Background: an optimization exercise with open tools, aiming at small area, a short achievable clock period and few clock cycles per item. Do not read the settings as production practice. The RTL was checked by simulation tests, not by an equivalence proof against the original design.

[design/flow/run.sh]
#!/bin/bash
# synth_recipe.tcl (not shown) runs the flow's synth.tcl, then flattens the netlist and writes it again
# the make line also repeats each setting of config.mk as NAME=value (left out here)
make -C /OpenROAD-flow-scripts/flow DESIGN_CONFIG=/design/flow/config.mk WORK_HOME=/design/flow/orfs CLKGATE_MAP_FILE= SYNTH_SCRIPT=/design/flow/synth_recipe.tcl finish
[design/flow/config.mk]
export PLATFORM = sky130hd
export DESIGN_NAME = fc_layer_mac
export DESIGN_NICKNAME = fc_layer_mac
export VERILOG_FILES = /design/flow/design.v
export SDC_FILE = /design/flow/constraint.sdc
export NUM_CORES = 4
export LEC_CHECK = 0
export CAP_MARGIN = 20
export CORE_MARGIN = 2
export CORE_UTILIZATION = 40
export SLEW_MARGIN = 20
[design/flow/constraint.sdc]
create_clock -name core_clock -period 9.0 [get_ports {clk}]
set_input_delay 1.8000 -clock core_clock [delete_from_list [all_inputs] [get_ports {clk}]]
set_output_delay 1.8000 -clock core_clock [all_outputs]
set_load 0.01 [all_outputs]
[design/flow/design.v]
module fc_layer_mac #(
    parameter int IN_DIM      = 256,
    parameter int OUT_DIM     = 32,
    parameter int IN_W        = 8,
    parameter int W_W         = 8,
    parameter int ACC_W       = 32,
    parameter int OUT_SHIFT   = 7,
    parameter int BIAS_LSHIFT = 7,
    parameter int RELU        = 1,
    parameter int OUT_W       = 8,
    parameter int WA_W        = $clog2(IN_DIM * OUT_DIM),
    parameter int BA_W        = (OUT_DIM > 1) ? $clog2(OUT_DIM) : 1
) (
    input  logic                    clk,
    input  logic                    rst_n,
    input  logic                    in_valid,
    output logic                    in_ready,
    input  logic signed [IN_W-1:0]  in_data,
    output logic [WA_W-1:0]         w_addr,
    input  logic signed [W_W-1:0]   w_q,
    output logic [BA_W-1:0]         b_addr,
    input  logic signed [W_W-1:0]   b_q,
    output logic                    out_valid,
    input  logic                    out_ready,
    output logic signed [OUT_W-1:0] out_data,
    output logic [BA_W-1:0]         out_idx,
    output logic                    out_last,
    output logic                    busy
);
    localparam int CNT_W = $clog2(IN_DIM);
    localparam logic [CNT_W-1:0] LAST_I = CNT_W'(IN_DIM - 1);
    localparam logic [BA_W-1:0]  LAST_O = BA_W'(OUT_DIM - 1);
    localparam logic signed [ACC_W-1:0] SAT_MAX = {{(ACC_W-OUT_W+1){1'b0}}, {(OUT_W-1){1'b1}}};
    localparam logic signed [ACC_W-1:0] SAT_MIN = {{(ACC_W-OUT_W+1){1'b1}}, {(OUT_W-1){1'b0}}};
    typedef enum logic [2:0] {ST_LOAD, ST_MAC, ST_DRAIN, ST_POST, ST_OUT} state_t;
    state_t                  state;
    state_t                  state_next;
    logic [CNT_W-1:0]        i_cnt;
    logic [BA_W-1:0]         o_cnt;
    logic [WA_W-1:0]         w_addr_q;
    logic signed [IN_W-1:0]  act_buf [IN_DIM];
    logic signed [IN_W-1:0]  act_q;
    logic                    mac_pend;
    logic                    mac_first;
    logic signed [ACC_W-1:0] acc;
    logic signed [OUT_W-1:0] out_data_q;
    logic [BA_W-1:0]         out_idx_q;
    logic                    out_last_q;
    logic                    in_ready_c;
    logic                    out_valid_c;
    logic                    busy_c;
    logic                    in_fire;
    logic                    out_fire;
    logic signed [W_W-1:0]   w_s;
    logic signed [W_W-1:0]   b_s;
    logic signed [ACC_W-1:0] prod;
    logic signed [ACC_W-1:0] bias_ext;
    logic signed [ACC_W-1:0] biased;
    logic signed [ACC_W-1:0] shifted;
    logic signed [ACC_W-1:0] clamped;
    assign in_fire  = in_valid & in_ready_c;
    assign out_fire = out_ready & out_valid_c;
    assign w_s      = w_q;
    assign b_s      = b_q;
    assign prod     = ACC_W'(act_q) * ACC_W'(w_s);
    assign bias_ext = ACC_W'(b_s);
    assign biased   = acc + (bias_ext <<< BIAS_LSHIFT);
    assign shifted  = biased >>> OUT_SHIFT;
    always_ff @(posedge clk or negedge rst_n) begin
        if (!rst_n) begin
            state <= ST_LOAD;
        end else begin
            state <= state_next;
        end
    end
    always_comb begin
        state_next = state;
        case (state)
            ST_LOAD:  if (in_fire && i_cnt == LAST_I) state_next = ST_MAC;
            ST_MAC:   if (i_cnt == LAST_I) state_next = ST_DRAIN;
            ST_DRAIN: state_next = ST_POST;
            ST_POST:  state_next = ST_OUT;
            ST_OUT:   if (out_fire) state_next = (o_cnt == LAST_O) ? ST_LOAD : ST_MAC;
            default:  state_next = ST_LOAD;
        endcase
    end
    always_comb begin
        in_ready_c  = (state == ST_LOAD);
        out_valid_c = (state == ST_OUT);
        busy_c      = (state != ST_LOAD);
    end
    always_ff @(posedge clk) begin
        if (in_fire) begin
            act_buf[i_cnt] <= in_data;
        end
    end
    always_ff @(posedge clk or negedge rst_n) begin
        if (!rst_n) begin
            i_cnt     <= '0;
            o_cnt     <= '0;
            w_addr_q  <= '0;
            act_q     <= '0;
            mac_pend  <= 1'b0;
            mac_first <= 1'b0;
        end else begin
            mac_pend <= 1'b0;
            case (state)
                ST_LOAD: begin
                    if (in_fire) begin
                        if (i_cnt == LAST_I) begin
                            i_cnt    <= '0;
                            o_cnt    <= '0;
                            w_addr_q <= '0;
                        end else begin
                            i_cnt <= i_cnt + CNT_W'(1);
                        end
                    end
                end
                ST_MAC: begin
                    act_q     <= act_buf[i_cnt];
                    mac_pend  <= 1'b1;
                    mac_first <= (i_cnt == '0);
                    if (i_cnt == LAST_I) begin
                        i_cnt <= '0;
                    end else begin
                        i_cnt    <= i_cnt + CNT_W'(1);
                        w_addr_q <= w_addr_q + WA_W'(1);
                    end
                end
                ST_OUT: begin
                    if (out_fire) begin
                        if (o_cnt == LAST_O) begin
                            o_cnt    <= '0;
                            w_addr_q <= '0;
                        end else begin
                            o_cnt    <= o_cnt + BA_W'(1);
                            w_addr_q <= w_addr_q + WA_W'(1);
                        end
                    end
                end
                default: ;
            endcase
        end
    end
    always_ff @(posedge clk or negedge rst_n) begin
        if (!rst_n) begin
            acc <= '0;
        end else if (mac_pend) begin
            acc <= mac_first ? prod : acc + prod;
        end
    end
    always_comb begin
        clamped = shifted;
        if (RELU != 0 && shifted[ACC_W-1]) begin
            clamped = '0;
        end else if (shifted > SAT_MAX) begin
            clamped = SAT_MAX;
        end else if (shifted < SAT_MIN) begin
            clamped = SAT_MIN;
        end
    end
    always_ff @(posedge clk or negedge rst_n) begin
        if (!rst_n) begin
            out_data_q <= '0;
            out_idx_q  <= '0;
            out_last_q <= 1'b0;
        end else if (state == ST_POST) begin
            out_data_q <= clamped[OUT_W-1:0];
            out_idx_q  <= o_cnt;
            out_last_q <= (o_cnt == LAST_O);
        end
    end
    assign in_ready  = in_ready_c;
    assign busy      = busy_c;
    assign out_valid = out_valid_c;
    assign out_data  = out_data_q;
    assign out_idx   = out_idx_q;
    assign out_last  = out_last_q;
    assign w_addr    = w_addr_q;
    assign b_addr    = o_cnt;
endmodule
==> results.py <==
metrics = {
    "run_status": {
        "status": "finished clean",
    },
    "sta": {
        "finalSetupViolCount": 0,
        "rsz0062_at_grt": "false",
        "slew_violations": 0,
        "skew_ns": 0.05479,
        "hold_viol_final": 0,
        "slew_headroom_pct": 18.86,
        "period_share_pct": 88.43,
        "timing.fmax_ghz": 0.1256,
        "worst_slew_pin_slew_ns": 1.217,
        "whs_ns": 0.4758,
        "setup_tns_ns": 0,
        "fin_crit_ns": 7.959,
    },
    "cells_and_area": {
        "drive_gt1_share_pct": 22.64,
        "fillCellCount": 18390,
        "final_util_pct": 45.08,
        "nets": 4698,
        "syn_to_final_growth_pct": 12.21,
    },
    "setup_path": {
        "end_kind": "flip-flop",
        "arrival_ns": 8.59,
        "worstSetupPathType": "in2reg",
        "required_ns": 9.63,
        "crit_fanout": 23,
        "crit-reg2reg-capture": "acc[31]",
        "worst_setup_path_start_kind": "primary input",
        "r2r_cells": 25,
        "r2r_setup_slack_ns": 1.98,
        "regToRegStartpoint": "act_q[7]",
    },
    "logic_synthesis": {
        "synth_edf_count": 2048,
        "yosys_most_used_dff": "edfxtp_1",
        "synth_most_common_cell": "edfxtp_1",
        "synth-seq-cells": 2133,
        "syn_nets": 4581,
        "synthArstFlopShare_pct": 3.985,
        "synth_cell_types": 75,
        "yosysSeqAreaShare_pct": 72.14,
        "ys_top_cells_by_area": "edfxtp_1 70%, mux4_2 17%, dfrtp_1 2.4%",
        "syn_area_per_cell_um2": 20.02,
        "synthesis.instances": 4405,
        "synth_largest_area_cell": "edfxtp_1",
        "synthTopCellsByCount": "2,048 x edfxtp_1, 647 x mux4_2, 339 x nor2_1",
        "netlist.area_leader.share_pct": 69.73,
        "syn_area_um2": 88200,
        "synth_warnings": 1,
    },
    "detailed_routing": {
        "drt_pre_antenna_iters": 5,
        "routed_wl_um": 214600,
        "wl_per_cell_um": 28.35,
        "drc": 0,
        "num_vias": 43220,
        "drtIter0Drc": 4712,
        "ant_nets": 0,
        "avgViaCountPerCell": 5.709,
    },
    "min_path": {
        "hold_depth": 2,
        "hold_path_end": "out_idx_q[0]",
        "hp-start": "out_idx_q[0]",
        "hold_path.class": "reg2reg",
    },
    "global_route": {
        "overflow": 0,
        "grt_pass1_vias": 43630,
        "antenna_found_initial": 2,
        "grt_pass1_wl_um": 312500,
        "gr-usage-all-layers_pct": 19.13,
        "grt_max_degree": 189,
    },
    "cts": {
        "cts_setup_buffers": 0,
        "clock_latency_ns": 0.84,
        "clockBufferDepth": 3,
        "cts_resized": 0,
        "cts_hold_buffers": 0,
        "clock-root-buffer": "clkbuf_16",
        "cts_tree": "built",
        "clkTransAtPathRegs_ns": 0.06,
        "numCtsBuffers": 209,
        "clock-sinks": 2133,
        "cts_htree_levels": 4,
    },
    "placement": {
        "dp_hpwl_um": 127100,
        "port_buffers": 62,
        "place_congestion": 0.8037,
    },
    "die": {
        "initial_core_util_pct": 40.18,
        "die_area_um2": 224300,
        "ioPinCount": 63,
        "die_w_um": 473.6,
        "core_area_um2": 219500,
        "dieHeight_um": 473.6,
        "rows": 172,
    },
    "flow_run": {
        "maxCapViolCount": 0,
    },
}
[worst max-delay path by stage]
| stage | slack, ns | to | startpoint |
|---|---|---|---|
| 2_1_floorplan | 0.69 | acc[31] | w_q[1] |
| 3_3_place_gp | 0.29 | acc[31] | w_q[1] |
| 3_5_place_dp | 0.25 | acc[31] | w_q[1] |
| 4_1_cts | 1.03 | acc[31] | w_q[1] |
| 5_1_grt | 0.51 | acc[31] | w_q[0] |
| 6_report | 1.04 | acc[31] | w_q[1] |
[worst max-delay path: stages]
cell	delay (ns)
clkdlybuf4s50_1	0.57
and2_1	0.26
fa_1	0.53
inv_1	0.06
fa_1	0.50
inv_1	0.06
fa_1	0.53
inv_1	0.05
fa_1	0.47
inv_1	0.04
ha_1	0.32
o21ai_0	0.13
o21a_1	0.21
o31ai_1	0.37
o31ai_1	0.16
xnor2_2	0.17
buf_4	0.30
ha_1	0.31
a21o_1	0.21
a31oi_1	0.21
a21oi_1	0.10
nor3_1	0.30
a21o_1	0.23
nand3_1	0.14
a311o_1	0.33
o311ai_0	0.10
a22oi_1	0.12
[through the flow]
step                worst slack, ns  cell area, um2  instances
floorplan                    0.6860           88200       4405
global placement             0.2910           92150       7181
detailed placement           0.2456           92150       7181
CTS                           1.029           98920       7569
global route                 0.5072           98960       7570
finish                        1.041           98960       7571
[logic make-up after synthesis]
group                    Yosys count  synth area share (%)
AO/OA/AOI/OAI                    318                 2.405
multiplexers                     673                 16.83
adder cells (fa/ha/maj)          148                 2.585
buffers and inverters            355                 1.762
flip-flops                      2133                 72.14
AND/OR/NAND/NOR                  721                 3.713
XOR/XNOR                          57                0.5660
[placed cells by master, fill, tap and decap left out, types with 19 or more instances in the layout]
cell / Yosys / layout
edfxtp_1: 2048 / 2048
mux4_2: 647 / 647
nor2_1: 339 / 337
clkbuf_16: 0 / 211
nand2_1: 123 / 123
inv_1: 120 / 120
ha_1: 91 / 91
dfrtp_1: 85 / 79
a21oi_1: 78 / 78
clkinv_1: 1 / 68
o21ai_0: 65 / 65
buf_4: 18 / 65
fa_1: 57 / 57
and2_1: 54 / 54
clkdlybuf4s50_1: 0 / 53
nand3_1: 64 / 52
clkbuf_1: 123 / 39
clkinv_2: 0 / 31
nor2b_1: 31 / 30
nor3_1: 29 / 29
xor2_1: 29 / 29
xnor2_1: 28 / 27
a21o_1: 19 / 19
o21a_1: 19 / 19
nand4_1: 19 / 19
a31oi_1: 19 / 19
bufinv_16: 0 / 19
[flip-flops by register name, indices dropped and copies added, names as in the netlist]
signal	flops
o_cnt	5
acc	32
act_buf	2048
mac_pend	1
out_data_q	8
out_last_q	1
out_idx_q	5
i_cnt	8
act_q	8
mac_first	1
state	3
w_addr_q	13
[area by class of cell]
class                      count  area, um2  area share [%]
sequential                  2133      63640           64.31
multi-input combinational   1917      23100           23.34
clock buffer                 250       5426           5.483
tap                         2871       3592           3.630
timing repair buffer         140       1399           1.413
clock inverter               138       1349           1.363
inverter                     121      454.2          0.4589
antenna                        1      2.502        0.002529
[layer usage]
layer	track usage, %	up-vias	wire [um]
met5	0	-	0
met4	4.768	0	5032
met3	3.238	279	14670
met2	30.34	1513	103400
met1	27.61	23180	91490
li1	-	18250	-
Testbench counts, summed over its fixed seeds: cycles 273,408, vectors 32.

port drivers added, routing unchanged:
Ports are ideal in the flow. The routed layout listed here was re-timed in OpenROAD. Step 1 (the two cells are an assumption about what drives the block):
set clk [get_ports {clk}]
set_driving_cell -lib_cell sky130_fd_sc_hd__clkbuf_16 $clk
set_driving_cell -lib_cell sky130_fd_sc_hd__buf_2 [delete_from_list [all_inputs] $clk]
Step 2 times the ports against the registers' clock, not the clock port: input delays grow and output delays shrink by t, the midpoint of the rising clock arrivals with the driver on. Three values: ideal, step 1, step 2; two values: the first two.
shift t [ns]: 0.912
setup slack, ns: 1.041 / 1.112 / 0.200
worst setup path at the end: input to register
After both steps setup and hold are still met in this run. The setup slack of this run moves by +0.071 ns with the drivers and by -0.841 ns with both steps.
